What follows belongs to an exercise in optimizing a design on an open flow for a short achievable clock period and few clock cycles; a production flow would make more cautious choices. Function was checked by simulation only, so behaviour that the tests miss may differ from the original. No activity file was given, so power comes from the tool's default toggle rates.

File: flow/config.mk
export PLATFORM = sky130hd
export DESIGN_NAME = mips_cpu_bus
export DESIGN_NICKNAME = mips_cpu_bus
export VERILOG_FILES = /design/flow/design.v
export SDC_FILE = /design/flow/constraint.sdc
export NUM_CORES = 4
export LEC_CHECK = 0
export ABC_CLOCK_PERIOD_IN_PS = 4000
export CAP_MARGIN = 20
export CORE_MARGIN = 2
export CORE_UTILIZATION = 40
export SETUP_SLACK_MARGIN = 5
export SLEW_MARGIN = 20
File: flow/run.sh
#!/bin/bash
# synth_recipe.tcl (not shown) runs the flow's synth.tcl, then flattens the netlist and writes it again
# the make line also repeats each setting of config.mk as NAME=value (left out here)
make -C /OpenROAD-flow-scripts/flow DESIGN_CONFIG=/design/flow/config.mk WORK_HOME=/design/flow/orfs CLKGATE_MAP_FILE= SYNTH_SCRIPT=/design/flow/synth_recipe.tcl finish
File: flow/design.v
package mips_isa_pkg;
  typedef logic [31:0] word_t;
  typedef logic [4:0]  reg_addr_t;
  typedef logic [5:0]  opcode_t;
  typedef logic [5:0]  funct_t;
  typedef logic [15:0] imm_t;
  localparam opcode_t OP_RTYPE = 6'h00;
  localparam opcode_t OP_J     = 6'h02;
  localparam opcode_t OP_BEQ   = 6'h04;
  localparam opcode_t OP_BNE   = 6'h05;
  localparam opcode_t OP_ADDIU = 6'h09;
  localparam opcode_t OP_ORI   = 6'h0d;
  localparam opcode_t OP_LUI   = 6'h0f;
  localparam opcode_t OP_LW    = 6'h23;
  localparam opcode_t OP_SW    = 6'h2b;
  localparam funct_t FN_SLL  = 6'h00;
  localparam funct_t FN_SRL  = 6'h02;
  localparam funct_t FN_JR   = 6'h08;
  localparam funct_t FN_ADDU = 6'h21;
  localparam funct_t FN_SUBU = 6'h23;
  localparam funct_t FN_AND  = 6'h24;
  localparam funct_t FN_OR   = 6'h25;
  localparam funct_t FN_XOR  = 6'h26;
  localparam funct_t FN_SLTU = 6'h2b;
  localparam word_t RESET_VECTOR = 32'hbfc0_0000;
  localparam reg_addr_t REG_V0 = 5'd2;
  localparam reg_addr_t REG_RA = 5'd31;
endpackage
package mips_ctrl_pkg;
  typedef enum logic [2:0] {
    ST_HALT,
    ST_FETCH,
    ST_DECODE,
    ST_EXEC,
    ST_MEM,
    ST_WB
  } cpu_state_e;
  typedef enum logic [3:0] {
    ALU_ADD,
    ALU_SUB,
    ALU_AND,
    ALU_OR,
    ALU_XOR,
    ALU_SLTU,
    ALU_SLL,
    ALU_SRL,
    ALU_LUI
  } alu_func_e;
  typedef enum logic {
    ALU_A_PC,
    ALU_A_REG
  } alu_a_sel_e;
  typedef enum logic [2:0] {
    ALU_B_REG,
    ALU_B_FOUR,
    ALU_B_SEXT,
    ALU_B_SEXT_SH2,
    ALU_B_ZEXT
  } alu_b_sel_e;
  typedef enum logic [1:0] {
    PC_SRC_ALU,
    PC_SRC_ALU_OUT,
    PC_SRC_JUMP,
    PC_SRC_REG_A
  } pc_src_e;
  typedef enum logic {
    REG_DST_RT,
    REG_DST_RD
  } reg_dst_e;
  localparam logic [3:0] BYTE_EN_ALL = 4'b1111;
endpackage
`timescale 1ns/1ps
module mips_cpu_alu
(
  input  mips_ctrl_pkg::alu_func_e  alu_func,
  input  mips_isa_pkg::word_t      a,
  input  mips_isa_pkg::word_t      b,
  input  logic [4:0] shamt,
  output mips_isa_pkg::word_t      result,
  output logic       condition
);
  always_comb begin
    case (alu_func)
      mips_ctrl_pkg::ALU_ADD:  result = a + b;
      mips_ctrl_pkg::ALU_SUB:  result = a - b;
      mips_ctrl_pkg::ALU_AND:  result = a & b;
      mips_ctrl_pkg::ALU_OR:   result = a | b;
      mips_ctrl_pkg::ALU_XOR:  result = a ^ b;
      mips_ctrl_pkg::ALU_SLTU: result = {31'd0, (a < b)};
      mips_ctrl_pkg::ALU_SLL:  result = b << shamt;
      mips_ctrl_pkg::ALU_SRL:  result = b >> shamt;
      mips_ctrl_pkg::ALU_LUI:  result = {b[15:0], 16'h0000};
      default:  result = a + b;
    endcase
  end
  assign condition = (a == b);
endmodule
`timescale 1ns/1ps
module mips_cpu_register_file
(
  input  logic      clk,
  input  logic      reset,
  input  logic      write_enable,
  input  mips_isa_pkg::reg_addr_t read_reg_1,
  input  mips_isa_pkg::reg_addr_t read_reg_2,
  input  mips_isa_pkg::reg_addr_t write_reg,
  input  mips_isa_pkg::word_t     write_data,
  output mips_isa_pkg::word_t     read_data_1,
  output mips_isa_pkg::word_t     read_data_2,
  output mips_isa_pkg::word_t     read_data_v0
);
  mips_isa_pkg::word_t regs [32];
  always_ff @(posedge clk) begin
    if (reset) begin
      for (int i = 0; i < 32; i++) begin
        regs[i] <= '0;
      end
    end else if (write_enable && write_reg != '0) begin
      regs[write_reg] <= write_data;
    end
  end
  assign read_data_1  = regs[read_reg_1];
  assign read_data_2  = regs[read_reg_2];
  assign read_data_v0 = regs[mips_isa_pkg::REG_V0];
endmodule
`timescale 1ns/1ps
module mips_cpu_controller
(
  input  logic       clk,
  input  logic       reset,
  input  mips_isa_pkg::opcode_t    opcode,
  input  mips_isa_pkg::funct_t     funct,
  input  logic       waitrequest,
  input  logic       condition,
  input  logic       pc_is_zero,
  output logic       read,
  output logic       write,
  output logic [3:0] byteenable,
  output logic       pc_write,
  output logic       ir_write,
  output logic       iord,
  output mips_ctrl_pkg::pc_src_e    pc_src,
  output logic       branch_latch,
  output logic       branch_taken,
  output logic       reg_write,
  output mips_ctrl_pkg::reg_dst_e   reg_dst,
  output logic       mem_to_reg,
  output mips_ctrl_pkg::alu_a_sel_e alu_a_sel,
  output mips_ctrl_pkg::alu_b_sel_e alu_b_sel,
  output mips_ctrl_pkg::alu_func_e  alu_func,
  output logic       alu_out_en,
  output logic       active
);
  mips_ctrl_pkg::cpu_state_e state, state_next;
  mips_ctrl_pkg::alu_func_e  rtype_func;
  logic       instr_done;
  always_ff @(posedge clk) begin
    if (reset) begin
      state <= mips_ctrl_pkg::ST_FETCH;
    end else begin
      state <= state_next;
    end
  end
  assign active     = (state != mips_ctrl_pkg::ST_HALT);
  assign byteenable = (read || write) ? mips_ctrl_pkg::BYTE_EN_ALL : 4'b0000;
  always_comb begin
    case (funct)
      mips_isa_pkg::FN_SUBU: rtype_func = mips_ctrl_pkg::ALU_SUB;
      mips_isa_pkg::FN_AND:  rtype_func = mips_ctrl_pkg::ALU_AND;
      mips_isa_pkg::FN_OR:   rtype_func = mips_ctrl_pkg::ALU_OR;
      mips_isa_pkg::FN_XOR:  rtype_func = mips_ctrl_pkg::ALU_XOR;
      mips_isa_pkg::FN_SLTU: rtype_func = mips_ctrl_pkg::ALU_SLTU;
      mips_isa_pkg::FN_SLL:  rtype_func = mips_ctrl_pkg::ALU_SLL;
      mips_isa_pkg::FN_SRL:  rtype_func = mips_ctrl_pkg::ALU_SRL;
      default: rtype_func = mips_ctrl_pkg::ALU_ADD;
    endcase
  end
  always_comb begin
    state_next   = state;
    instr_done   = 1'b0;
    read         = 1'b0;
    write        = 1'b0;
    pc_write     = 1'b0;
    ir_write     = 1'b0;
    iord         = 1'b0;
    pc_src       = mips_ctrl_pkg::PC_SRC_ALU;
    branch_latch = 1'b0;
    branch_taken = 1'b0;
    reg_write    = 1'b0;
    reg_dst      = mips_ctrl_pkg::REG_DST_RT;
    mem_to_reg   = 1'b0;
    alu_a_sel    = mips_ctrl_pkg::ALU_A_PC;
    alu_b_sel    = mips_ctrl_pkg::ALU_B_FOUR;
    alu_func     = mips_ctrl_pkg::ALU_ADD;
    alu_out_en   = 1'b0;
    case (state)
      mips_ctrl_pkg::ST_FETCH: begin
        read = 1'b1;
        if (!waitrequest) begin
          ir_write   = 1'b1;
          pc_write   = 1'b1;
          state_next = mips_ctrl_pkg::ST_DECODE;
        end
      end
      mips_ctrl_pkg::ST_DECODE: begin
        alu_b_sel  = mips_ctrl_pkg::ALU_B_SEXT_SH2;
        alu_out_en = 1'b1;
        state_next = mips_ctrl_pkg::ST_EXEC;
      end
      mips_ctrl_pkg::ST_EXEC: begin
        alu_a_sel  = mips_ctrl_pkg::ALU_A_REG;
        alu_out_en = 1'b1;
        state_next = mips_ctrl_pkg::ST_WB;
        case (opcode)
          mips_isa_pkg::OP_RTYPE: begin
            alu_b_sel = mips_ctrl_pkg::ALU_B_REG;
            alu_func  = rtype_func;
            if (funct == mips_isa_pkg::FN_JR) begin
              alu_out_en   = 1'b0;
              pc_src       = mips_ctrl_pkg::PC_SRC_REG_A;
              branch_latch = 1'b1;
              branch_taken = 1'b1;
              instr_done   = 1'b1;
            end
          end
          mips_isa_pkg::OP_ADDIU: alu_b_sel = mips_ctrl_pkg::ALU_B_SEXT;
          mips_isa_pkg::OP_ORI: begin
            alu_b_sel = mips_ctrl_pkg::ALU_B_ZEXT;
            alu_func  = mips_ctrl_pkg::ALU_OR;
          end
          mips_isa_pkg::OP_LUI: begin
            alu_b_sel = mips_ctrl_pkg::ALU_B_ZEXT;
            alu_func  = mips_ctrl_pkg::ALU_LUI;
          end
          mips_isa_pkg::OP_LW, mips_isa_pkg::OP_SW: begin
            alu_b_sel  = mips_ctrl_pkg::ALU_B_SEXT;
            state_next = mips_ctrl_pkg::ST_MEM;
          end
          mips_isa_pkg::OP_BEQ, mips_isa_pkg::OP_BNE: begin
            alu_b_sel    = mips_ctrl_pkg::ALU_B_REG;
            alu_func     = mips_ctrl_pkg::ALU_SUB;
            alu_out_en   = 1'b0;
            pc_src       = mips_ctrl_pkg::PC_SRC_ALU_OUT;
            branch_latch = 1'b1;
            branch_taken = (opcode == mips_isa_pkg::OP_BEQ) ? condition : !condition;
            instr_done   = 1'b1;
          end
          mips_isa_pkg::OP_J: begin
            alu_out_en   = 1'b0;
            pc_src       = mips_ctrl_pkg::PC_SRC_JUMP;
            branch_latch = 1'b1;
            branch_taken = 1'b1;
            instr_done   = 1'b1;
          end
          default: begin
            alu_out_en = 1'b0;
            instr_done = 1'b1;
          end
        endcase
      end
      mips_ctrl_pkg::ST_MEM: begin
        iord = 1'b1;
        if (opcode == mips_isa_pkg::OP_SW) begin
          write = 1'b1;
          if (!waitrequest) begin
            instr_done = 1'b1;
          end
        end else begin
          read = 1'b1;
          if (!waitrequest) begin
            state_next = mips_ctrl_pkg::ST_WB;
          end
        end
      end
      mips_ctrl_pkg::ST_WB: begin
        reg_write  = 1'b1;
        reg_dst    = (opcode == mips_isa_pkg::OP_RTYPE) ? mips_ctrl_pkg::REG_DST_RD : mips_ctrl_pkg::REG_DST_RT;
        mem_to_reg = (opcode == mips_isa_pkg::OP_LW);
        instr_done = 1'b1;
      end
      default: state_next = mips_ctrl_pkg::ST_HALT;
    endcase
    if (instr_done) begin
      state_next = pc_is_zero ? mips_ctrl_pkg::ST_HALT : mips_ctrl_pkg::ST_FETCH;
    end
  end
endmodule
`timescale 1ns/1ps
module mips_cpu_bus
(
  input  logic       clk,
  input  logic       reset,
  output logic       active,
  output mips_isa_pkg::word_t      register_v0,
  output mips_isa_pkg::word_t      address,
  output logic       write,
  output logic       read,
  input  logic       waitrequest,
  output mips_isa_pkg::word_t      writedata,
  output logic [3:0] byteenable,
  input  mips_isa_pkg::word_t      readdata
);
  localparam int CB  = 6;             
  localparam int NC  = 1 << CB;
  localparam int TW  = 32 - CB;       
  localparam logic [31:0] LIM = 32'd128;  
  localparam logic [3:0] OP_ADD  = 4'd0;
  localparam logic [3:0] OP_SUB  = 4'd1;
  localparam logic [3:0] OP_AND  = 4'd2;
  localparam logic [3:0] OP_OR   = 4'd3;
  localparam logic [3:0] OP_XOR  = 4'd4;
  localparam logic [3:0] OP_SLTU = 4'd5;
  localparam logic [3:0] OP_SLL  = 4'd6;
  localparam logic [3:0] OP_SRL  = 4'd7;
  function automatic logic [31:0] byte_swap(input logic [31:0] w);
    byte_swap = {w[7:0], w[15:8], w[23:16], w[31:24]};
  endfunction
  logic [31:0] fpc;           
  logic        fz;            
  logic [31:0] ppc;           
  logic        rp_v;          
  logic [31:0] rp_t;
  logic        rq_v, rq_w, rq_f;
  logic [31:0] rq_a, rq_d;
  logic        rd_q, wr_q;
  logic        d_v;
  logic [31:0] d_ir;
  logic        e_v, e_ld, e_st;
  logic [3:0]  e_op;
  logic [4:0]  e_sh, e_wr;
  logic [31:0] e_a, e_b, e_sv;
  logic        m_v, m_ld, m_st, m_iss;
  logic [4:0]  m_wr;
  logic [31:0] m_res, m_sv;
  logic [31:0] rf [1:31];
  logic [31:0]   c_d [NC];
  logic [TW-1:0] c_t [NC];
  logic [NC-1:0] c_vb;
  logic [31:0] rdat;
  logic        bus_free, f_done;
  assign rdat     = byte_swap(readdata);
  assign bus_free = !rq_v || !waitrequest;
  assign f_done   = rq_v && rq_f && !waitrequest;
  assign address     = rq_a;
  assign read        = rd_q;
  assign write       = wr_q;
  assign writedata   = rq_d;
  assign byteenable  = {4{rd_q | wr_q}};
  assign register_v0 = rf[2];
  assign active      = !(fz && !d_v && !e_v && !m_v && !rq_v);
  logic [CB-1:0] fi, pi;
  logic          f_hit_c, f_hit_b, f_avail, p_hit;
  logic [31:0]   f_ins, p_diff;
  assign fi      = fpc[CB+1:2];
  assign pi      = ppc[CB+1:2];
  assign f_hit_c = c_vb[fi] && (c_t[fi] == {fpc[31:CB+2], fpc[1:0]});
  assign f_hit_b = f_done && (rq_a == fpc);
  assign f_avail = !fz && (f_hit_c || f_hit_b);
  assign f_ins   = f_hit_c ? c_d[fi] : rdat;
  assign p_hit   = c_vb[pi] && (c_t[pi] == {ppc[31:CB+2], ppc[1:0]});
  assign p_diff  = ppc - fpc;
  logic [5:0]  op, fn;
  logic [4:0]  rs, rt, rd, sh;
  logic [15:0] imm;
  assign op  = d_ir[31:26];
  assign rs  = d_ir[25:21];
  assign rt  = d_ir[20:16];
  assign rd  = d_ir[15:11];
  assign sh  = d_ir[10:6];
  assign fn  = d_ir[5:0];
  assign imm = d_ir[15:0];
  logic is_r, is_jr, is_j, is_beq, is_bne, is_addiu, is_ori, is_lui, is_lw, is_sw;
  logic is_br, is_sft, use_rs, use_rt;
  assign is_r     = (op == 6'h00);
  assign is_jr    = is_r && (fn == 6'h08);
  assign is_j     = (op == 6'h02);
  assign is_beq   = (op == 6'h04);
  assign is_bne   = (op == 6'h05);
  assign is_addiu = (op == 6'h09);
  assign is_ori   = (op == 6'h0d);
  assign is_lui   = (op == 6'h0f);
  assign is_lw    = (op == 6'h23);
  assign is_sw    = (op == 6'h2b);
  assign is_br    = is_beq || is_bne;
  assign is_sft   = is_r && (fn == 6'h00 || fn == 6'h02);
  assign use_rs   = (is_r && !is_sft) || is_addiu || is_ori || is_lw || is_sw || is_br;
  assign use_rt   = is_r || is_br || is_sw;
  logic [4:0] d_wr;
  always_comb begin
    d_wr = 5'd0;
    if (is_r && !is_jr) d_wr = rd;
    else if (is_addiu || is_ori || is_lui || is_lw) d_wr = rt;
  end
  logic [3:0] d_op;
  always_comb begin
    d_op = OP_ADD;
    if (is_r) begin
      case (fn)
        6'h23: d_op = OP_SUB;
        6'h24: d_op = OP_AND;
        6'h25: d_op = OP_OR;
        6'h26: d_op = OP_XOR;
        6'h2b: d_op = OP_SLTU;
        6'h00: d_op = OP_SLL;
        6'h02: d_op = OP_SRL;
        default: d_op = OP_ADD;
      endcase
    end else if (is_ori) begin
      d_op = OP_OR;
    end
  end
  logic [31:0] e_sum, e_res;
  assign e_sum = e_a + e_b;
  always_comb begin
    case (e_op)
      OP_SUB:  e_res = e_a - e_b;
      OP_AND:  e_res = e_a & e_b;
      OP_OR:   e_res = e_a | e_b;
      OP_XOR:  e_res = e_a ^ e_b;
      OP_SLTU: e_res = {31'd0, e_a < e_b};
      OP_SLL:  e_res = e_b << e_sh;
      OP_SRL:  e_res = e_b >> e_sh;
      default: e_res = e_sum;
    endcase
  end
  logic [31:0] m_val;
  assign m_val = m_ld ? rdat : m_res;
  function automatic logic [31:0] rf_read(input logic [4:0] r);
    rf_read = (r == 5'd0) ? 32'd0 : rf[r];
  endfunction
  logic [31:0] va, vb;
  always_comb begin
    if (rs != 5'd0 && e_v && e_wr == rs)      va = e_res;
    else if (rs != 5'd0 && m_v && m_wr == rs) va = m_val;
    else                                      va = rf_read(rs);
    if (rt != 5'd0 && e_v && e_wr == rt)      vb = e_res;
    else if (rt != 5'd0 && m_v && m_wr == rt) vb = m_val;
    else                                      vb = rf_read(rt);
  end
  logic [31:0] ba, bb;
  always_comb begin
    if (rs != 5'd0 && e_v && e_wr == rs)      ba = e_res;
    else if (rs != 5'd0 && m_v && m_wr == rs) ba = m_res;
    else                                      ba = rf_read(rs);
    if (rt != 5'd0 && e_v && e_wr == rt)      bb = e_res;
    else if (rt != 5'd0 && m_v && m_wr == rt) bb = m_res;
    else                                      bb = rf_read(rt);
  end
  logic m_stall, haz_ld, haz_br, d_go, d_free, deliver;
  assign m_stall = m_v && ((m_ld && !(m_iss && !waitrequest)) || (m_st && !m_iss));
  assign haz_ld  = e_v && e_ld && (e_wr != 5'd0) &&
                   ((use_rs && rs == e_wr) || (use_rt && rt == e_wr));
  assign haz_br  = (is_br || is_jr) &&
                   ((e_v && e_ld && e_wr != 5'd0 && (rs == e_wr || (is_br && rt == e_wr))) ||
                    (m_v && m_ld && m_wr != 5'd0 && (rs == m_wr || (is_br && rt == m_wr))));
  assign d_go    = d_v && !m_stall && !haz_ld && !haz_br;
  assign d_free  = !d_v || d_go;
  assign deliver = f_avail && d_free;
  logic        taken, br_now;
  logic [31:0] tgt, fpc_seq, fpc_nx;
  assign taken   = is_j || is_jr || (is_beq && (ba == bb)) || (is_bne && (ba != bb));
  assign br_now  = d_go && taken;
  assign fpc_seq = fpc + 32'd4;
  always_comb begin
    if (is_jr)     tgt = ba;
    else if (is_j) tgt = {fpc[31:28], d_ir[25:0], 2'b00};
    else           tgt = fpc + {{14{imm[15]}}, imm, 2'b00};
  end
  assign fpc_nx = br_now ? tgt : rp_v ? rp_t : fpc_seq;
  logic data_new, data_old, f_need, p_ok, p_far, p_behind;
  assign data_new = e_v && (e_ld || e_st) && !m_stall;
  assign data_old = m_v && (m_ld || m_st) && !m_iss;
  assign f_need   = !fz && !f_hit_c && !f_hit_b;
  assign p_behind = p_diff[31];
  assign p_far    = !p_behind && (p_diff >= LIM);
  assign p_ok     = !fz && !p_behind && !p_far && !p_hit;
  always_ff @(posedge clk) begin
    if (reset) begin
      rq_v <= 1'b0;
      rd_q <= 1'b0;
      wr_q <= 1'b0;
      rq_f <= 1'b0;
      rq_w <= 1'b0;
      ppc  <= mips_isa_pkg::RESET_VECTOR;
    end else begin
      if (bus_free) begin
        if (data_new) begin
          rq_v <= 1'b1; rq_f <= 1'b0; rq_w <= e_st;
          rd_q <= e_ld; wr_q <= e_st;
          rq_a <= e_sum; rq_d <= byte_swap(e_sv);
        end else if (data_old) begin
          rq_v <= 1'b1; rq_f <= 1'b0; rq_w <= m_st;
          rd_q <= m_ld; wr_q <= m_st;
          rq_a <= m_res; rq_d <= byte_swap(m_sv);
        end else if (f_need || p_ok) begin
          rq_v <= 1'b1; rq_f <= 1'b1; rq_w <= 1'b0;
          rd_q <= 1'b1; wr_q <= 1'b0;
          rq_a <= f_need ? fpc : ppc;
        end else begin
          rq_v <= 1'b0; rd_q <= 1'b0; wr_q <= 1'b0;
        end
      end
      if (bus_free && !data_new && !data_old && f_need)
        ppc <= fpc_seq;
      else if (bus_free && !data_new && !data_old && p_ok)
        ppc <= ppc + 32'd4;
      else if (!fz && !f_need && p_behind)
        ppc <= fpc;
      else if (!fz && !p_behind && !p_far && p_hit)
        ppc <= ppc + 32'd4;
    end
  end
  always_ff @(posedge clk) begin
    if (reset) begin
      c_vb <= '0;
    end else if (f_done) begin
      c_vb[rq_a[CB+1:2]] <= 1'b1;
    end
  end
  always_ff @(posedge clk) begin
    if (f_done) begin
      c_d[rq_a[CB+1:2]] <= rdat;
      c_t[rq_a[CB+1:2]] <= {rq_a[31:CB+2], rq_a[1:0]};
    end
  end
  always_ff @(posedge clk) begin
    if (reset) begin
      fpc  <= mips_isa_pkg::RESET_VECTOR;
      fz   <= 1'b0;
      rp_v <= 1'b0;
      d_v  <= 1'b0;
    end else begin
      if (deliver) begin
        fpc  <= fpc_nx;
        fz   <= (fpc_nx == 32'd0);
        rp_v <= 1'b0;
        d_v  <= 1'b1;
        d_ir <= f_ins;
      end else begin
        if (br_now) begin
          rp_v <= 1'b1;
          rp_t <= tgt;
        end
        if (d_go) d_v <= 1'b0;
      end
    end
  end
  always_ff @(posedge clk) begin
    if (reset) begin
      e_v <= 1'b0;
    end else if (!m_stall) begin
      e_v <= d_go;
      if (d_go) begin
        e_wr <= d_wr;
        e_ld <= is_lw;
        e_st <= is_sw;
        e_op <= d_op;
        e_sh <= sh;
        e_a  <= is_lui ? 32'd0 : va;
        e_sv <= vb;
        if (is_r)                e_b <= vb;
        else if (is_lui)         e_b <= {imm, 16'h0000};
        else if (is_ori)         e_b <= {16'h0000, imm};
        else                     e_b <= {{16{imm[15]}}, imm};
      end
    end
  end
  always_ff @(posedge clk) begin
    if (reset) begin
      m_v   <= 1'b0;
      m_iss <= 1'b0;
    end else if (!m_stall) begin
      m_v   <= e_v;
      m_wr  <= e_v ? e_wr : 5'd0;
      m_ld  <= e_v && e_ld;
      m_st  <= e_v && e_st;
      m_res <= e_res;
      m_sv  <= e_sv;
      m_iss <= bus_free;
    end else if (bus_free && data_old) begin
      m_iss <= 1'b1;
    end
  end
  always_ff @(posedge clk) begin
    if (reset) begin
      for (int i = 1; i < 32; i++) rf[i] <= '0;
    end else if (m_v && !m_stall && m_wr != 5'd0) begin
      rf[m_wr] <= m_val;
    end
  end
endmodule
File: flow/constraint.sdc
create_clock -name core_clock -period 10.0 [get_ports {clk}]
set_input_delay 2.0000 -clock core_clock [delete_from_list [all_inputs] [get_ports {clk}]]
set_output_delay 2.0000 -clock core_clock [all_outputs]
set_load 0.01 [all_outputs]
==> results of run 1 <==
-- routing by layer --
layer  up-vias  wire [µm]  track usage, %
met5         -        605               0
met4        36      57500            14.4
met3      2183     125000            8.73
met2     11800     412000            43.3
met1     83100     346000            40.0
li1      60200          -               -
-- cells in the mapped netlist (all sizes together), types with 55 or more instances --
library cell and instances:
a211oi 87, a21o 55, a21oi 416, a22oi 94, a31oi 86, and3 66
buf 462, clkbuf 677, dfxtp 160, edfxtp 5046, ha 162, inv 222
mux2 82, mux2i 298, mux4 2347, nand2 653, nand3 146, nand4 56
nor2 1587, nor2b 60, nor3 124, o211ai 66, o21ai 304, o22ai 79
xnor2 158, xor2 66
-- cell families (layout without fill, tap and decap cells) --
| logic type | after synthesis | count (layout) | synth area share [%] |
|---|---|---|---|
| other | 1 | 62 | 0.00153 |
| buffers and inverters | 1371 | 2467 | 2.35 |
| flip-flops | 5206 | 5206 | 63.0 |
| adder cells (fa/ha/maj) | 167 | 167 | 0.862 |
| AO/OA/AOI/OAI | 1674 | 1675 | 4.58 |
| XOR/XNOR | 224 | 224 | 0.799 |
| multiplexers | 2727 | 2727 | 23.1 |
| AND/OR/NAND/NOR | 2992 | 2998 | 5.30 |
-- registers in the layout, indices dropped and copies added (netlist names), 3 cells and up, named ones only --
name,cells
c_d,2048
c_t,1664
c_vb,64
d_ir,32
e_a,32
e_b,32
e_op,3
e_sh,5
e_sv,32
e_wr,5
fpc,32
m_res,32
m_sv,32
m_wr,5
ppc,32
rf,1024
rp_t,32
rq_a,32
rq_d,32
-- area by class of cell --
cell class / count / area share, %
tap: 8092 / 3.51
timing repair buffer: 1233 / 4.96
multi-input combinational: 7823 / 31.2
clock inverter: 316 / 1.15
clock buffer: 686 / 5.10
antenna: 30 / 0.0261
inverter: 232 / 0.323
sequential: 5206 / 53.7
-- stage by stage --
step	worst slack [ns]	area [µm²]	total power (W)	hold WS, ns
2_1_floorplan	4.13	246000	0.0255	0.426
3_3_place_gp	2.22	259000	0.0263	0.433
3_5_place_dp	2.47	259000	0.0263	0.434
4_1_cts	4.27	285000	0.0467	0.414
5_1_grt	4.03	288000	0.0477	0.430
6_report	4.01	288000	0.0467	0.420
-- power by group through the flow --
| stage | clock (W) | combinational, W | sequential (W) |
|---|---|---|---|
| final | 0.0207 | 0.00184 | 0.0242 |
| after detailed placement | 0 | 0.00165 | 0.0246 |
| after floorplan | 0 | 0.000895 | 0.0246 |
| after CTS | 0.0208 | 0.00176 | 0.0242 |
| after global routing | 0.0216 | 0.00189 | 0.0242 |
| after global placement | 0 | 0.00164 | 0.0246 |
-- worst max-delay path: stages, from the launching register on --
cell      delay (ns)
edfxtp_1        0.41
buf_6           0.33
buf_4           0.26
nor2_1          0.17
a32o_1          0.31
a211o_1         0.26
nor4_2          0.61
o311a_1         0.30
a221oi_2        0.04
buf_4           0.21
nor2_1          0.33
o31ai_1         0.31
or3_1           0.41
or4_1           0.44
or4_1           0.42
or4_4           0.51
nor4b_2         0.30
nand4_1         0.17
o211ai_2        0.15
-- how the worst max path moves through the flow --
stage	cells past startpoint	endpoint	slack, ns
global placement	17	rp_t[6]	2.22
floorplan	5	e_a[0]	4.13
global route	20	fz	4.03
CTS	20	fz	4.27
finish	18	fz	4.01
detailed placement	17	rp_t[10]	2.47
-- what timing repair did --
item / 4_1_cts / 5_1_grt
resized for setup: 732 / 387
buffers inserted: 298 / 156
endpoints found under the setup margin: 2882 / 440
gates cloned: 74 / 19
pin swaps: 88 / 122
==> results.tsv, run 1 <==
stage	metric	value	unit
worst_setup_path	r2r_slack	4.01	ns
yosys	netlist_top_cells_area	edfxtp_1 (62%), mux4_2 (22%), nor2_1 (2.4%)	
yosys	synthArstFlopShare	0	%
placed_design	dp_hpwl	548000	µm
worst_setup_path	worstPathRequired	11.02	ns
worst_setup_path	rr_startpoint	e_op[0]	
sta	maxSlewHeadroom	10.5	%
worst_setup_path	critPathArrivalTime	7.01	ns
route	drt_first_pass_iters	9	
yosys	postSynthCellCount	14400	
floorplanning	die-height	788	µm
final_layout	fillers	51300	
yosys	synth.cell_area	0.246	mm²
yosys	syn_area_per_cell	17.1	µm²
power_and_ir_drop	switchingPower	0.0105	W
clock_network	numCtsBuffers	562	
global_route	antenna_found_initial	60	
clock_network	cts_tree	built	
sta	setup_viol	0	
global_route	grt_pass1_wl	1270000	µm
power_and_ir_drop	vdd_drop_max	0.000214	V
power_and_ir_drop	p_int	0.0362	W
sta	fmax	0.167	GHz
min_path	hold_path_depth	0	
clock_network	htreeDepth	6	
final_layout	area_delta_synth_final	17.3	%
clock_network	cts.sinks	5206	
worst_setup_path	rr_endpoint	fz	
yosys	synth_edf_count	5046	
clock_network	ctsHoldBuffers	0	
final_layout	fin_util	47.1	%
final_layout	final_common_cell	edfxtp_1	
sta	finClkSkew	0.0982	ns
worst_setup_path	crit_start	e_op[0]	
clock_network	clk_latency	1.13	ns
route	drc	0	
floorplanning	dieArea	0.620	mm²
route	drt-total-wl	941000	µm
yosys	synth_area_leader_cell	edfxtp_1	
yosys	synth_ff_type	edfxtp_1	
power_and_ir_drop	p_sw_share	22.4	%
sta	fin_crit_sh	59.9	%
floorplanning	ios	138	
route	vias	157000	
sta	rsz0062_at_grt	yes	
global_route	overflow	0	
yosys	ys_ff_latch	5206	
sta	hold_viol_final	0	
worst_setup_path	cp-end-kind	register	
worst_setup_path	path_max_fanout	28	
min_path	hold_start	e_sv[8]	
placed_design	portBuffers	137	
flow_run	max_cap_violations	0	
final_layout	multiInputGateArea	0.0899	mm²
worst_setup_path	worst-setup-path-type	register to register	
global_route	first_global_vias	150000	
yosys	synth_seq_area_share	63.0	%
clock_network	path_clk_slew	0.06	ns
final_layout	drive_gt1_share	33.1	%
power_and_ir_drop	total_leakage_power	92.8	nW
route	ant_nets	0	
min_path	hp-class	register to register	
sta	worst_slew_pin_slew	1.34	ns
floorplanning	start_util	40.2	%
final_layout	fin_cells	23600	
yosys	synth_top_cell_area_share	61.7	%
power_and_ir_drop	seq_power_share	51.8	%
placed_design	gp_congestion	1.03	
power_and_ir_drop	combPwrFrac	3.9	%
route	drtIter0Drc	26200	
run_status	status	finished clean	
yosys	synth_warnings	1	
power_and_ir_drop	powerDensity	162	mW/mm²
global_route	grt_max_degree	112	
route	vias_per_cell	6.66	
min_path	hold_end	m_sv[8]	
clock_network	cts_max_path_buffers	4	
route	post_drt_wl_per_cell	39.8	µm
final_layout	mostFrequentLayoutCells	edfxtp_1 (5046), mux4_2 (2346), nor2_1 (1463)	
final_layout	nets	15300	
floorplanning	core.rowCount	287	
sta	min_period	5.99	ns
placed_design	dp.cells	22000	
power_and_ir_drop	clkPwrFrac	44.3	%
clock_network	clock-root-buffer	clkbuf_16	
sta	setup_tns	0	ns
floorplanning	core-area	0.611	mm²
global_route	grtUsageTotal	29.4	%
final_layout	register_area	0.155	mm²
worst_setup_path	r2r_cells	18	
sta	slew_violations	0	
yosys	synth.distinct_cells	110	
worst_setup_path	critPathLaunchType	register	
floorplanning	dieWidth	788	µm
Testbench counts, summed over its fixed seeds: cycles 84,904.
==> inputs of run 2 (changes only) <==
--- a/flow/design.v
+++ b/flow/design.v
@@ -318,13 +318,13 @@
   logic [31:0] fpc;           
   logic        fz;            
   logic [31:0] ppc;           
-  logic        rp_v;          
-  logic [31:0] rp_t;
+  logic        f2_v, f2_ok;   
+  logic [31:0] f2_pc, f2_ins;
   logic        rq_v, rq_w, rq_f;
   logic [31:0] rq_a, rq_d;
   logic        rd_q, wr_q;
   logic        d_v;
-  logic [31:0] d_ir;
+  logic [31:0] d_ir, d_npc;
   logic        e_v, e_ld, e_st;
   logic [3:0]  e_op;
   logic [4:0]  e_sh, e_wr;
@@ -347,18 +347,20 @@
   assign writedata   = rq_d;
   assign byteenable  = {4{rd_q | wr_q}};
   assign register_v0 = rf[2];
-  assign active      = !(fz && !d_v && !e_v && !m_v && !rq_v);
+  assign active      = !(fz && !f2_v && !d_v && !e_v && !m_v && !rq_v);
   logic [CB-1:0] fi, pi;
-  logic          f_hit_c, f_hit_b, f_avail, p_hit;
-  logic [31:0]   f_ins, p_diff;
-  assign fi      = fpc[CB+1:2];
-  assign pi      = ppc[CB+1:2];
-  assign f_hit_c = c_vb[fi] && (c_t[fi] == {fpc[31:CB+2], fpc[1:0]});
-  assign f_hit_b = f_done && (rq_a == fpc);
-  assign f_avail = !fz && (f_hit_c || f_hit_b);
-  assign f_ins   = f_hit_c ? c_d[fi] : rdat;
-  assign p_hit   = c_vb[pi] && (c_t[pi] == {ppc[31:CB+2], ppc[1:0]});
-  assign p_diff  = ppc - fpc;
+  logic          c_hit, f1_ok, f2_fill, f2_avail, p_hit;
+  logic [31:0]   f1_ins, f2_insx, p_diff;
+  assign fi       = fpc[CB+1:2];
+  assign pi       = ppc[CB+1:2];
+  assign c_hit    = c_vb[fi] && (c_t[fi] == {fpc[31:CB+2], fpc[1:0]});
+  assign f1_ok    = c_hit || (f_done && (rq_a == fpc));
+  assign f1_ins   = c_hit ? c_d[fi] : rdat;
+  assign f2_fill  = f_done && (rq_a == f2_pc);
+  assign f2_avail = f2_v && (f2_ok || f2_fill);
+  assign f2_insx  = f2_ok ? f2_ins : rdat;
+  assign p_hit    = c_vb[pi] && (c_t[pi] == {ppc[31:CB+2], ppc[1:0]});
+  assign p_diff   = ppc - fpc;
   logic [5:0]  op, fn;
   logic [4:0]  rs, rt, rd, sh;
   logic [15:0] imm;
@@ -446,7 +448,7 @@
     else if (rt != 5'd0 && m_v && m_wr == rt) bb = m_res;
     else                                      bb = rf_read(rt);
   end
-  logic m_stall, haz_ld, haz_br, d_go, d_free, deliver;
+  logic m_stall, haz_ld, haz_br, d_go, d_free, f2_to_d, f2_free;
   assign m_stall = m_v && ((m_ld && !(m_iss && !waitrequest)) || (m_st && !m_iss));
   assign haz_ld  = e_v && e_ld && (e_wr != 5'd0) &&
                    ((use_rs && rs == e_wr) || (use_rt && rt == e_wr));
@@ -455,22 +457,24 @@
                     (m_v && m_ld && m_wr != 5'd0 && (rs == m_wr || (is_br && rt == m_wr))));
   assign d_go    = d_v && !m_stall && !haz_ld && !haz_br;
   assign d_free  = !d_v || d_go;
-  assign deliver = f_avail && d_free;
+  assign f2_to_d = f2_avail && d_free;
+  assign f2_free = !f2_v || f2_to_d;
+  logic f1_to_d;
+  assign f1_to_d = !f2_v && !fz && f1_ok && d_free;
   logic        taken, br_now;
-  logic [31:0] tgt, fpc_seq, fpc_nx;
+  logic [31:0] tgt;
   assign taken   = is_j || is_jr || (is_beq && (ba == bb)) || (is_bne && (ba != bb));
   assign br_now  = d_go && taken;
-  assign fpc_seq = fpc + 32'd4;
   always_comb begin
     if (is_jr)     tgt = ba;
-    else if (is_j) tgt = {fpc[31:28], d_ir[25:0], 2'b00};
-    else           tgt = fpc + {{14{imm[15]}}, imm, 2'b00};
+    else if (is_j) tgt = {d_npc[31:28], d_ir[25:0], 2'b00};
+    else           tgt = d_npc + {{14{imm[15]}}, imm, 2'b00};
   end
-  assign fpc_nx = br_now ? tgt : rp_v ? rp_t : fpc_seq;
-  logic data_new, data_old, f_need, p_ok, p_far, p_behind;
+  logic data_new, data_old, f_need, f1_need, p_ok, p_far, p_behind;
   assign data_new = e_v && (e_ld || e_st) && !m_stall;
   assign data_old = m_v && (m_ld || m_st) && !m_iss;
-  assign f_need   = !fz && !f_hit_c && !f_hit_b;
+  assign f_need   = f2_v && !f2_ok && !(rq_v && rq_f && (rq_a == f2_pc));
+  assign f1_need  = !fz && !c_hit && !(rq_v && rq_f && (rq_a == fpc));
   assign p_behind = p_diff[31];
   assign p_far    = !p_behind && (p_diff >= LIM);
   assign p_ok     = !fz && !p_behind && !p_far && !p_hit;
@@ -492,19 +496,21 @@
           rq_v <= 1'b1; rq_f <= 1'b0; rq_w <= m_st;
           rd_q <= m_ld; wr_q <= m_st;
           rq_a <= m_res; rq_d <= byte_swap(m_sv);
-        end else if (f_need || p_ok) begin
+        end else if (f_need || f1_need || p_ok) begin
           rq_v <= 1'b1; rq_f <= 1'b1; rq_w <= 1'b0;
           rd_q <= 1'b1; wr_q <= 1'b0;
-          rq_a <= f_need ? fpc : ppc;
+          rq_a <= f_need ? f2_pc : f1_need ? fpc : ppc;
         end else begin
           rq_v <= 1'b0; rd_q <= 1'b0; wr_q <= 1'b0;
         end
       end
       if (bus_free && !data_new && !data_old && f_need)
-        ppc <= fpc_seq;
+        ppc <= f2_pc + 32'd4;
+      else if (bus_free && !data_new && !data_old && f1_need)
+        ppc <= fpc + 32'd4;
       else if (bus_free && !data_new && !data_old && p_ok)
         ppc <= ppc + 32'd4;
-      else if (!fz && !f_need && p_behind)
+      else if (!fz && p_behind)
         ppc <= fpc;
       else if (!fz && !p_behind && !p_far && p_hit)
         ppc <= ppc + 32'd4;
@@ -513,12 +519,12 @@
   always_ff @(posedge clk) begin
     if (reset) begin
       c_vb <= '0;
-    end else if (f_done) begin
-      c_vb[rq_a[CB+1:2]] <= 1'b1;
+    end else if (rq_v && rq_f) begin
+      c_vb[rq_a[CB+1:2]] <= !waitrequest;
     end
   end
   always_ff @(posedge clk) begin
-    if (f_done) begin
+    if (rq_v && rq_f) begin
       c_d[rq_a[CB+1:2]] <= rdat;
       c_t[rq_a[CB+1:2]] <= {rq_a[31:CB+2], rq_a[1:0]};
     end
@@ -527,21 +533,35 @@
     if (reset) begin
       fpc  <= mips_isa_pkg::RESET_VECTOR;
       fz   <= 1'b0;
-      rp_v <= 1'b0;
+      f2_v <= 1'b0;
       d_v  <= 1'b0;
     end else begin
-      if (deliver) begin
-        fpc  <= fpc_nx;
-        fz   <= (fpc_nx == 32'd0);
-        rp_v <= 1'b0;
-        d_v  <= 1'b1;
-        d_ir <= f_ins;
-      end else begin
-        if (br_now) begin
-          rp_v <= 1'b1;
-          rp_t <= tgt;
-        end
-        if (d_go) d_v <= 1'b0;
+      if (f2_free) begin
+        f2_v   <= !fz && !(br_now && f2_v) && !f1_to_d;
+        f2_pc  <= fpc;
+        f2_ins <= f1_ins;
+        f2_ok  <= f1_ok;
+      end else if (f2_fill) begin
+        f2_ins <= rdat;
+        f2_ok  <= 1'b1;
+      end
+      if (br_now) begin
+        fpc <= tgt;
+        fz  <= (tgt == 32'd0);
+      end else if (f2_free && !fz) begin
+        fpc <= fpc + 32'd4;
+        fz  <= (fpc == 32'hffff_fffc);
+      end
+      if (f2_to_d) begin
+        d_v   <= 1'b1;
+        d_ir  <= f2_insx;
+        d_npc <= f2_pc + 32'd4;
+      end else if (f1_to_d) begin
+        d_v   <= 1'b1;
+        d_ir  <= f1_ins;
+        d_npc <= fpc + 32'd4;
+      end else if (d_go) begin
+        d_v <= 1'b0;
       end
     end
   end
==> run 2 against run 1 <==
Critical path depth is the same. Clock-buffer cell count increased by 28. Utilization down 0.40 points. Via count up 2.3%. Synthesized cell count grew 3.6%. Largest power group unchanged.
==> results.tsv, run 2 <==
stage	metric	value	unit
global_route	grtUsageTotal	29.2	%
route	drtIter0Drc	27700	
floorplanning	die-height	796	µm
clock_network	cts.sinks	5271	
global_route	overflow	0	
power_and_ir_drop	total_leakage_power	93.4	nW
clock_network	path_clk_slew	0.06	ns
power_and_ir_drop	total_power	0.0611	W
yosys	yosysMostFrequentCell	edfxtp_1	
power_and_ir_drop	powerDensity	209	mW/mm²
clock_network	cts_tree	built	
min_path	hold_path_depth	0	
sta	setup_viol	0	
min_path	hp-class	register to register	
power_and_ir_drop	vdd_drop_max	0.000210	V
global_route	antenna_found_initial	50	
placed_design	portBuffers	137	
floorplanning	start_util	40.2	%
final_layout	largest_reg_flops	2048	
final_layout	fin_util	46.8	%
route	drc	0	
sta	hold_viol_final	0	
clock_network	clk_latency	1.15	ns
floorplanning	core.rowCount	290	
final_layout	drive_gt1_share	31.4	%
placed_design	gp_congestion	1.00	
worst_setup_path	worst-setup-path-type	register to register	
worst_setup_path	r2r_cells	18	
yosys	synthArstFlopShare	0	%
worst_setup_path	timing.critical_path.mode_cell	mux4_2	
run_status	status	finished clean	
route	drt_first_pass_iters	10	
yosys	syn_area_per_cell	16.9	µm²
worst_setup_path	crit_slowest_cell	nand4_1	
global_route	grt_pass1_wl	1290000	µm
clock_network	ctsHoldBuffers	0	
route	drt-total-wl	950000	µm
yosys	netlist_top_cells_area	edfxtp_1 (61%), mux4_2 (21%), nor2_1 (2.4%)	
yosys	ys_ff_latch	5271	
yosys	synth.cell_area	0.251	mm²
flow_run	max_cap_violations	0	
placed_design	dp.cells	22700	
sta	worst_slew_pin_slew	1.22	ns
yosys	synth_seq_area_share	62.4	%
worst_setup_path	crit_buf_inv	8	
final_layout	mostFrequentLayoutCells	edfxtp_1 (5111), mux4_2 (2341), nor2_1 (1514)	
clock_network	numCtsBuffers	572	
worst_setup_path	path_max_fanout	9	
yosys	synth_top_cell_area_share	61.1	%
worst_setup_path	cp_slowest_stage_delay	0.59	ns
sta	setup_tns	0	ns
placed_design	dp_hpwl	556000	µm
final_layout	fin_cells	24200	
yosys	synth.distinct_cells	100	
yosys	synth_ff_type	edfxtp_1	
clock_network	clock-root-buffer	clkbuf_16	
route	vias_per_cell	6.66	
floorplanning	ios	138	
sta	fmax	0.179	GHz
sta	finClkSkew	0.127	ns
worst_setup_path	cp_cell_sequence	buf_12 > buf_16 > mux4_2 > mux4_2 > mux4_2 > xnor2_2 > nand4_1 > nor2_4 > nand4b_1 > buf_6 > buf_12 > buf_4 > a21boi_4 > a2111oi_4 > buf_4 > o21ai_4 > clkinv_8 > buf_8	
global_route	first_global_vias	154000	
worst_setup_path	critPathLaunchType	register	
sta	rsz0062_at_grt	yes	
floorplanning	dieWidth	796	µm
worst_setup_path	path_depth	18	
floorplanning	dieArea	0.634	mm²
worst_setup_path	critPathArrivalTime	6.36	ns
final_layout	nets	15600	
sta	setup_ws	4.43	ns
route	post_drt_wl_per_cell	39.3	µm
final_layout	area_delta_synth_final	16.3	%
sta	fin_crit_sh	55.7	%
yosys	postSynthCellCount	14900	
clock_network	cts_max_path_buffers	4	
worst_setup_path	cp_top_family	multiplexers	
final_layout	final_common_cell	edfxtp_1	
sta	slew_violations	0	
yosys	synth_area_leader_cell	edfxtp_1	
placed_design	pre_cts_ws	2.27	ns
worst_setup_path	worstPathRequired	10.79	ns
yosys	synth_edf_count	5111	
sta	min_period	5.57	ns
yosys	synth_common_cells	edfxtp_1 (5111), mux4_2 (2341), nor2_1 (1612)	
route	vias	161000	
worst_setup_path	cp-end-kind	register	
global_route	grt_max_degree	112	
sta	maxSlewHeadroom	18.5	%
clock_network	htreeDepth	6	
route	ant_nets	0	
floorplanning	core-area	0.624	mm²
yosys	synth_warnings	1	
[run 2: per-stage QoR]
step                      area, µm²  hold WS (ns)
after floorplan              251000         0.403
after global placement       264000         0.436
after detailed placement     264000         0.436
after CTS                    290000         0.455
after global routing         292000         0.465
final                        292000         0.448
[run 2: final cells by class]
cell class | count | area (µm²)
antenna | 23 | 57.6
clock buffer | 714 | 15100
clock inverter | 304 | 2860
fill | 52300 | 333000
inverter | 222 | 925
multi-input combinational | 8222 | 93200
sequential | 5271 | 157000
tap | 8322 | 10400
timing repair buffer | 1097 | 12500
timing repair inverter | 8 | 108
[run 2: logic make-up after synthesis]
logic type                 share of synthesized area (%)
DFF                                                 62.4
and+or+nand+nor                                     5.18
muxes                                               23.2
AOI/OAI and AO/OA                                   4.91
buffers and inverters                               2.35
xor gates and xnor gates                            1.10
adders and majority gates                          0.844
other                                            0.00149
[run 2: final timing paths]
| check | from | endpoint | slack (ns) |
|---|---|---|---|
| hold / removal | e_sv[4] | m_sv[4] | 0.45 |
| setup / recovery | register | d_ir[29] | 4.43 |
| hold reg to reg | e_sv[4] | m_sv[4] | 0.45 |
| setup reg to reg | register | d_ir[29] | 4.43 |
[run 2: metal layers]
layer / routed length (µm) / up-vias / part of all wire, % / GRT usage, %
met2: 419000 / 11900 / 44 / 43.6
met1: 353000 / 85200 / 37 / 40.2
met5: 128 / - / 0.013 / 0.204
li1: - / 61700 / - / -
met4: 57200 / 20 / 6.0 / 14.1
met3: 121000 / 2244 / 13 / 7.28
[run 2: power breakdown]
group | switching, W | leakage [nW] | total (W) | internal [W]
Sequential | 0.000587 | 48.6 | 0.0254 | 0.0248
Combinational | 0.00844 | 36.0 | 0.0150 | 0.00658
Clock | 0.00922 | 8.71 | 0.0207 | 0.0115
[run 2: what timing repair did]
item	4_1_cts	5_1_grt
resized for setup	848	207
cloned	66	13
buffers inserted	277	53
pin swaps	170	94
setup endpoints to repair	388	362
Testbench counts of run 2, summed over its fixed seeds: cycles 84,748.
==> inputs of run 3 (changes only) <==
==> flow/flow/run.sh (new file) <==
#!/bin/bash
set -euo pipefail
bash standard.sh SETUP_SLACK_MARGIN=6 finish > standard.log 2>&1
==> flow/standard.sh (new file) <==
#!/bin/bash
# synth_recipe.tcl (not shown) runs the flow's synth.tcl, then flattens the netlist and writes it again
# the make line also repeats each setting of config.mk as NAME=value (left out here)
make -C /OpenROAD-flow-scripts/flow DESIGN_CONFIG=/design/flow/config.mk WORK_HOME=/design/flow/orfs CLKGATE_MAP_FILE= SYNTH_SCRIPT=/design/flow/synth_recipe.tcl "${@:-finish}"
--- a/flow/config.mk
+++ b/flow/config.mk
@@ -9,5 +9,4 @@
 export CAP_MARGIN = 20
 export CORE_MARGIN = 2
 export CORE_UTILIZATION = 40
-export SETUP_SLACK_MARGIN = 5
 export SLEW_MARGIN = 20
removed: flow/run.sh
==> run 3 against run 2 <==
Still clean. Synthesized cell count stayed put. Critical path type unchanged. Via count is 2.2% higher. First-iteration DRC count increased by 3.9%. Critical endpoint is now fpc[20]. Largest power group unchanged.
==> results.tsv, run 3 <==
stage	metric	value	unit
run_status	status	finished clean	
yosys	syn_area_per_cell	16.9	µm²
sta	slew_violations	0	
route	drt_first_pass_iters	10	
power_and_ir_drop	p_sw_share	30.0	%
yosys	yosysMostFrequentCell	edfxtp_1	
clock_network	numCtsBuffers	573	
final_layout	fin_cells	24500	
final_layout	fillers	51900	
worst_setup_path	cp_top_family	compound AO/OA/AOI/OAI gates	
global_route	first_global_vias	156000	
placed_design	gp_congestion	0.995	
floorplanning	start_util	40.2	%
route	drt-total-wl	998000	µm
power_and_ir_drop	total_power	0.0628	W
placed_design	dpl_cell_area	0.264	mm²
sta	hold_viol_final	0	
worst_setup_path	worst-setup-path-type	register to register	
final_layout	postLayoutCellArea	0.299	mm²
yosys	synth_seq_area_share	62.4	%
yosys	synth_edf_count	5111	
clock_network	path_clk_slew	0.06	ns
power_and_ir_drop	vdd_drop_max	0.000288	V
clock_network	ctsHoldBuffers	0	
placed_design	portBuffers	137	
worst_setup_path	path_max_fanout	8	
floorplanning	core.rowCount	290	
sta	worst_slew_pin_slew	1.31	ns
sta	min_period	5.34	ns
yosys	synth_top_cell_area_share	61.1	%
route	ant_nets	0	
worst_setup_path	critPathArrivalTime	6.30	ns
sta	maxSlewHeadroom	12.2	%
final_layout	nets	15900	
yosys	synth.distinct_cells	100	
worst_setup_path	timing.critical_path.mode_cell	buf_12	
power_and_ir_drop	clkPwrFrac	33.6	%
final_layout	register_area	0.157	mm²
yosys	synth_warnings	1	
final_layout	fin_util	47.9	%
final_layout	drive_gt1_share	34.6	%
clock_network	cts_max_path_buffers	4	
route	post_drt_wl_per_cell	40.7	µm
worst_setup_path	worstPathRequired	10.96	ns
route	vias	165000	
yosys	synth_common_cells	edfxtp_1 (5111), mux4_2 (2341), nor2_1 (1612)	
floorplanning	dieArea	0.634	mm²
floorplanning	die-height	796	µm
worst_setup_path	cp_cell_sequence	buf_12 > buf_4 > mux4_2 > a22oi_1 > a21oi_2 > o21ai_4 > nand2_2 > a22o_1 > a2111oi_4 > o211ai_1 > or4b_1 > and4b_1 > nand4_1 > mux2i_2 > nand2_4 > buf_12 > mux2_4	
floorplanning	dieWidth	796	µm
floorplanning	core-area	0.624	mm²
floorplanning	ios	138	
final_layout	area_delta_synth_final	19.1	%
yosys	netlist_top_cells_area	edfxtp_1 (61%), mux4_2 (21%), nor2_1 (2.4%)	
yosys	synth_ff_type	edfxtp_1	
yosys	synth.cell_area	0.251	mm²
clock_network	cts_tree	built	
sta	setup_tns	0	ns
power_and_ir_drop	combPwrFrac	25.9	%
worst_setup_path	crit_slowest_cell	mux4_2	
clock_network	cts.sinks	5271	
sta	setup_viol	0	
route	vias_per_cell	6.71	
sta	finClkSkew	0.125	ns
power_and_ir_drop	p_int	0.0439	W
worst_setup_path	crit_buf_inv	3	
clock_network	clk_latency	1.16	ns
power_and_ir_drop	seq_power_share	40.5	%
global_route	overflow	0	
route	drtIter0Drc	28800	
global_route	grt_pass1_wl	1340000	µm
clock_network	htreeDepth	6	
clock_network	clock-root-buffer	clkbuf_16	
worst_setup_path	cp_slowest_stage_delay	0.49	ns
worst_setup_path	cp-end-kind	register	
sta	rsz0062_at_grt	yes	
global_route	grt_max_degree	122	
yosys	synth_area_leader_cell	edfxtp_1	
final_layout	largest_reg_flops	2048	
route	drc	0	
yosys	synthArstFlopShare	0	%
power_and_ir_drop	powerDensity	210	mW/mm²
sta	fin_crit_sh	53.4	%
power_and_ir_drop	total_leakage_power	96.8	nW
yosys	ys_ff_latch	5271	
final_layout	mostFrequentLayoutCells	edfxtp_1 (5111), mux4_2 (2341), nor2_1 (1492)	
min_path	hp-class	register to register	
placed_design	dp_hpwl	559000	µm
yosys	postSynthCellCount	14900	
flow_run	max_cap_violations	0	
placed_design	dp.cells	22700	
worst_setup_path	critPathLaunchType	register	
power_and_ir_drop	switchingPower	0.0189	W
final_layout	multiInputGateArea	0.0944	mm²
global_route	antenna_found_initial	65	
sta	fmax	0.187	GHz
global_route	grtUsageTotal	30.5	%
final_layout	final_common_cell	edfxtp_1	
run 3: cell counts after synthesis:
Identical to the previous run, type by type.
run 3: final cells by class:
cell class	count	share of cell area (%)
clock buffers	711	5.08
diodes	36	0.0301
clock inverters	315	1.02
inverters	222	0.333
flip-flops and latches	5271	52.5
repair inverters	2	0.0109
repair buffers	1427	5.99
well taps	8322	3.48
multi-input cells	8224	31.6
run 3: cell families after synthesis:
family	share of synthesized area (%)
flops	62.4
simple gates	5.18
mux	23.2
compound gates	4.91
buf+inv	2.35
xor+xnor	1.10
fa+ha+maj	0.844
other cells	0.00149
run 3: path summary, 6_finish.rpt:
kind	startpoint	to	slack, ns	cells past startpoint
max reg2reg	register	fpc[20]	4.66	17
max	register	fpc[20]	4.66	17
min	e_sv[10]	m_sv[10]	0.45	0
min reg2reg	e_sv[10]	m_sv[10]	0.45	0
run 3: power groups by stage:
stage / clock network (W) / logic (W) / registers, W
2_1_floorplan: 0 / 0.00884 / 0.0256
3_3_place_gp: 0 / 0.0131 / 0.0260
3_5_place_dp: 0 / 0.0131 / 0.0260
4_1_cts: 0.0212 / 0.0154 / 0.0254
5_1_grt: 0.0220 / 0.0166 / 0.0254
6_report: 0.0211 / 0.0163 / 0.0254
run 3: through the flow:
step	hold slack, ns	setup slack [ns]
finish	0.450	4.66
floorplan	0.406	4.20
CTS	0.446	4.81
global route	0.462	4.65
detailed placement	0.437	2.67
global placement	0.435	2.66
run 3: timing repair:
action,in CTS,in global routing
gates resized for setup,1479,433
setup endpoints to repair,2880,701
pin swaps,215,143
gates cloned,131,15
setup buffers,449,155
run 3: metal layers:
layer	part of all wire, %	vias to the layer above	GRT usage [%]
met5	0.038	-	0
li1	-	62500	-
met3	14	2573	9.12
met4	6.8	54	16.6
met2	43	13000	44.5
met1	36	86500	41.2
==> inputs of run 4 (changes only) <==
--- a/flow/design.v
+++ b/flow/design.v
@@ -347,7 +347,12 @@
   assign writedata   = rq_d;
   assign byteenable  = {4{rd_q | wr_q}};
   assign register_v0 = rf[2];
-  assign active      = !(fz && !f2_v && !d_v && !e_v && !m_v && !rq_v);
+  logic halted;
+  always_ff @(posedge clk) begin
+    if (reset) halted <= 1'b0;
+    else       halted <= fz && !f2_v && !d_v && !e_v && !m_v && !rq_v;
+  end
+  assign active      = !halted;
   logic [CB-1:0] fi, pi;
   logic          c_hit, f1_ok, f2_fill, f2_avail, p_hit;
   logic [31:0]   f1_ins, f2_insx, p_diff;
@@ -440,20 +445,36 @@
     else                                      vb = rf_read(rt);
   end
   logic [31:0] ba, bb;
+  logic        e_rs, e_rt, e_add, e_or, eq;
+  always_comb begin
+    if (rs != 5'd0 && m_v && m_wr == rs) ba = m_res;
+    else                                 ba = rf_read(rs);
+    if (rt != 5'd0 && m_v && m_wr == rt) bb = m_res;
+    else                                 bb = rf_read(rt);
+  end
+  assign e_rs  = (rs != 5'd0) && e_v && (e_wr == rs);
+  assign e_rt  = (rt != 5'd0) && e_v && (e_wr == rt);
+  assign e_add = (e_op == OP_ADD) && !e_ld;
+  assign e_or  = (e_op == OP_OR);
+  function automatic logic add_eq(input logic [31:0] x, input logic [31:0] y,
+                                  input logic [31:0] z);
+    logic [31:0] c;
+    c = (x & y) | ((x ^ y) & ~z);
+    add_eq = ((x ^ y ^ z) == {c[30:0], 1'b0});
+  endfunction
   always_comb begin
-    if (rs != 5'd0 && e_v && e_wr == rs)      ba = e_res;
-    else if (rs != 5'd0 && m_v && m_wr == rs) ba = m_res;
-    else                                      ba = rf_read(rs);
-    if (rt != 5'd0 && e_v && e_wr == rt)      bb = e_res;
-    else if (rt != 5'd0 && m_v && m_wr == rt) bb = m_res;
-    else                                      bb = rf_read(rt);
+    if (e_rs && e_rt)  eq = 1'b1;
+    else if (e_rs)     eq = add_eq(e_a, e_b, bb);
+    else if (e_rt)     eq = add_eq(e_a, e_b, ba);
+    else               eq = (ba == bb);
   end
   logic m_stall, haz_ld, haz_br, d_go, d_free, f2_to_d, f2_free;
   assign m_stall = m_v && ((m_ld && !(m_iss && !waitrequest)) || (m_st && !m_iss));
   assign haz_ld  = e_v && e_ld && (e_wr != 5'd0) &&
                    ((use_rs && rs == e_wr) || (use_rt && rt == e_wr));
-  assign haz_br  = (is_br || is_jr) &&
-                   ((e_v && e_ld && e_wr != 5'd0 && (rs == e_wr || (is_br && rt == e_wr))) ||
+  assign haz_br  = (is_br && !(e_rs && e_rt) && ((e_rs || e_rt) && !e_add)) ||
+                   (is_jr && e_rs && !e_or) ||
+                   ((is_br || is_jr) &&
                     (m_v && m_ld && m_wr != 5'd0 && (rs == m_wr || (is_br && rt == m_wr))));
   assign d_go    = d_v && !m_stall && !haz_ld && !haz_br;
   assign d_free  = !d_v || d_go;
@@ -463,10 +484,10 @@
   assign f1_to_d = !f2_v && !fz && f1_ok && d_free;
   logic        taken, br_now;
   logic [31:0] tgt;
-  assign taken   = is_j || is_jr || (is_beq && (ba == bb)) || (is_bne && (ba != bb));
+  assign taken   = is_j || is_jr || (is_beq && eq) || (is_bne && !eq);
   assign br_now  = d_go && taken;
   always_comb begin
-    if (is_jr)     tgt = ba;
+    if (is_jr)     tgt = e_rs ? (e_a | e_b) : ba;
     else if (is_j) tgt = {d_npc[31:28], d_ir[25:0], 2'b00};
     else           tgt = d_npc + {{14{imm[15]}}, imm, 2'b00};
   end
@@ -475,8 +496,18 @@
   assign data_old = m_v && (m_ld || m_st) && !m_iss;
   assign f_need   = f2_v && !f2_ok && !(rq_v && rq_f && (rq_a == f2_pc));
   assign f1_need  = !fz && !c_hit && !(rq_v && rq_f && (rq_a == fpc));
-  assign p_behind = p_diff[31];
-  assign p_far    = !p_behind && (p_diff >= LIM);
+  logic p_behind_q, p_far_q;
+  always_ff @(posedge clk) begin
+    if (reset) begin
+      p_behind_q <= 1'b0;
+      p_far_q    <= 1'b0;
+    end else begin
+      p_behind_q <= p_diff[31];
+      p_far_q    <= !p_diff[31] && (p_diff >= LIM);
+    end
+  end
+  assign p_behind = p_behind_q;
+  assign p_far    = p_far_q;
   assign p_ok     = !fz && !p_behind && !p_far && !p_hit;
   always_ff @(posedge clk) begin
     if (reset) begin
==> run 4 against run 3 <==
Critical path type unchanged. Global-route usage increased by 1.2 points. Still clean. Clock skew is 0.075 ns lower. Highest routed layer unchanged. Die area about the same. Wire length increased by 3.7%. Largest cell class unchanged.
==> results.tsv, run 4 <==
stage	metric	value	unit
clock_network	cts_max_path_buffers	4	
yosys	synth_compound_area_share	5.46	%
power_and_ir_drop	powerDensity	181	mW/mm²
sta	finClkSkew	0.0500	ns
clock_network	clock-root-buffer	clkbuf_16	
yosys	ys_ff_latch	5274	
sta	hold_viol_final	0	
yosys	syn_area_per_cell	16.6	µm²
sta	min_period	5.91	ns
final_layout	drive_gt1_share	32.6	%
clock_network	clk_latency	1.12	ns
final_layout	final_common_cell	edfxtp_1	
yosys	synthAdderAreaFrac	1.11	%
floorplanning	start_util	40.2	%
final_layout	area_delta_synth_final	18.5	%
yosys	synth_top_cell_area_share	61.2	%
route	drtIter0Drc	29000	
placed_design	portBuffers	137	
sta	maxSlewHeadroom	13.0	%
floorplanning	dieWidth	796	µm
worst_setup_path	worst-setup-path-type	register to register	
yosys	synth_common_cells	edfxtp_1 (5111), mux4_2 (2160), nor2_1 (1468)	
floorplanning	die-height	796	µm
sta	setup_viol	0	
floorplanning	dieArea	0.633	mm²
sta	slew_violations	0	
yosys	synth_ff_type	edfxtp_1	
final_layout	multiInputGateArea	0.0940	mm²
placed_design	dpl_cell_area	0.264	mm²
global_route	antenna_found_initial	70	
power_and_ir_drop	vdd_drop_max	0.000210	V
yosys	synth.cell_area	0.251	mm²
route	drt_first_pass_iters	7	
yosys	synth_seq_area_share	62.5	%
run_status	status	finished clean	
final_layout	postLayoutCellArea	0.297	mm²
global_route	first_global_vias	159000	
min_path	hp-class	register to register	
yosys	netlist_top_cells_area	edfxtp_1 (61%), mux4_2 (19%), nor2_1 (2.2%)	
sta	setup_ws	4.09	ns
floorplanning	core.rowCount	290	
final_layout	nets	16300	
sta	setup_tns	0	ns
sta	fin_crit_sh	59.1	%
clock_network	path_clk_slew	0.06	ns
floorplanning	ios	138	
yosys	postSynthCellCount	15100	
final_layout	fillers	52500	
route	ant_nets	0	
worst_setup_path	critPathArrivalTime	6.90	ns
clock_network	cts.sinks	5274	
yosys	synth_edf_count	5111	
route	vias	167000	
yosys	yosysMostFrequentCell	edfxtp_1	
global_route	grtUsageTotal	31.8	%
route	vias_per_cell	6.74	
final_layout	mostFrequentLayoutCells	edfxtp_1 (5111), mux4_2 (2160), nor2_1 (1337)	
yosys	synthArstFlopShare	0	%
yosys	yosys-mux-area-fraction	21.9	%
global_route	overflow	0	
yosys	synth_top_family_by_area	multiplexers	
sta	rsz0062_at_grt	yes	
final_layout	largest_reg_flops	2048	
placed_design	pre_cts_ws	2.52	ns
sta	fmax	0.169	GHz
sta	worst_slew_pin_slew	1.29	ns
yosys	synth_warnings	1	
global_route	grt_pass1_wl	1390000	µm
route	post_drt_wl_per_cell	41.7	µm
final_layout	register_area	0.157	mm²
yosys	synth_area_leader_cell	edfxtp_1	
placed_design	gp_congestion	0.991	
yosys	synthSimpleGateAreaFrac	5.23	%
placed_design	dp_hpwl	610000	µm
power_and_ir_drop	total_leakage_power	97.8	nW
worst_setup_path	worstPathRequired	10.99	ns
global_route	grt_max_degree	112	
clock_network	cts_tree	built	
yosys	synth.distinct_cells	112	
worst_setup_path	cp-end-kind	register	
clock_network	numCtsBuffers	552	
worst_setup_path	path_max_fanout	16	
route	drc	0	
floorplanning	core-area	0.624	mm²
route	drt-total-wl	1040000	µm
yosys	synthXorXnorAreaFrac	1.33	%
worst_setup_path	critPathLaunchType	register	
flow_run	max_cap_violations	0	
clock_network	htreeDepth	6	
==> run 4: cell types whose count changed after synthesis, moves of 36 or more <==
cell,previous run,this run
nand4_1,58,96
inv_1,208,260
nand2_1,580,707
mux2i_1,427,529
a22oi_1,88,140
mux4_2,2341,2160
nor2_1,1612,1468
buf_4,38,74
xnor2_1,224,282
a211oi_1,150,87
a221oi_1,59,103
o21ai_0,321,417
==> run 4: critical path, stage by stage, from the launching register on <==
cell      delay [ns]
dfxtp_4         0.54
buf_4           0.37
inv_1           0.07
buf_4           0.26
nor2_1          0.36
buf_4           0.41
a21boi_2        0.43
or4b_2          0.48
and2_1          0.45
xnor2_1         0.14
xnor2_1         0.24
nor4_1          0.43
nand4_1         0.18
o31a_1          0.31
buf_6           0.15
mux2i_4         0.19
buf_12          0.15
buf_12          0.14
nand2_8         0.08
o311a_1         0.34
==> run 4: kinds of logic (layout without fill, tap and decap cells) <==
kind of cell	count (synthesis)	after routing
other	1	70
XOR/XNOR	379	379
AND/OR/NAND/NOR	2988	2993
buffers and inverters	1455	2743
flip-flops	5274	5274
AO/OA/AOI/OAI	2071	2077
multiplexers	2774	2776
adder cells (fa/ha/maj)	200	200
==> run 4: routing by layer <==
layer / part of all wire, % / wire [µm] / track usage, %
met1: 36 / 369000 / 41.9
met2: 43 / 447000 / 46.6
met3: 14 / 146000 / 10.4
met4: 7.0 / 72800 / 17.5
met5: 0.041 / 423 / 0.151
==> run 4: layout make-up <==
| type | instances | share of cell area [%] |
|---|---|---|
| inverters | 278 | 0.394 |
| multi-input cells | 8457 | 31.6 |
| diodes | 38 | 0.0320 |
| well taps | 8322 | 3.50 |
| flip-flops and latches | 5274 | 52.8 |
| repair buffers | 1486 | 5.86 |
| clock buffers | 707 | 4.93 |
| repair inverters | 1 | 0.00253 |
| clock inverters | 271 | 0.845 |
==> run 4: path summary, 6_finish.rpt <==
kind                                from  endpoint  slack (ns)  depth (start not counted)
worst min-delay path            e_sv[31]  m_sv[31]        0.45                          0
worst max register to register  register  register        4.09                         19
worst max-delay path            register  register        4.09                         19
worst min register to register  e_sv[31]  m_sv[31]        0.45                          0
==> run 4: timing repair <==
action / CTS / global route
buffers inserted: 486 / 100
hold buffers: 0 / 0
gates resized for setup: 1315 / 408
pin swaps: 224 / 154
gates cloned: 111 / 13
endpoints found under the setup margin: 2366 / 853
==> run 4: power breakdown <==
part / switching, W / internal, W / leakage (nW) / total (W)
clock: 0.00898 / 0.0112 / 8.39 / 0.0202
sequential: 0.000336 / 0.0245 / 48.6 / 0.0249
combinational: 0.00503 / 0.00357 / 40.7 / 0.00860
==> run 4: per-stage QoR <==
stage / instances / util (%) / hold WS (ns) / power (W)
floorplan: 15200 / - / 0.406 / 0.0298
global placement: 23100 / 42.4 / 0.432 / 0.0326
detailed placement: 23100 / 42.4 / 0.433 / 0.0326
CTS: 24700 / 47.1 / 0.435 / 0.0533
global route: 24800 / 47.6 / 0.441 / 0.0547
finish: 24800 / 47.6 / 0.446 / 0.0537
Testbench counts of run 4, summed over its fixed seeds: cycles 85,143.

[afterwards: timing with drivers on the ports]
The results above use ideal ports. As a check the final layouts listed here were re-extracted and re-timed, cells and wires unchanged.
Step 1: set_driving_cell puts a clkbuf_16 on clk and a buf_2 on each other input, an assumption about the parent block.
Step 2, shift: input delay + t, output delay - t, t = (earliest + latest rising clock arrival at the registers) / 2. This alone moves slack from input paths to output paths.
Three values: ideal ports, drivers, drivers and shift; two values: the first two.
run	t, ns	slack for setup (ns)	hold slack, ns
run 1	1.198	4.012 / 4.012 / 3.540	0.420 / 0.420 / 0.420
run 2	1.213	4.427 / 4.427 / 3.532	0.448 / 0.448 / 0.448
run 3	1.232	4.657 / 4.657 / 4.212	0.450 / 0.450 / 0.450
run 4	1.222	4.087 / 4.087 / 3.899	0.446 / 0.446 / 0.446
After both steps every run listed still meets setup and hold. For run 2, which loses most, drivers alone change the setup slack by 0.000 ns; drivers and shift together by -0.895 ns.
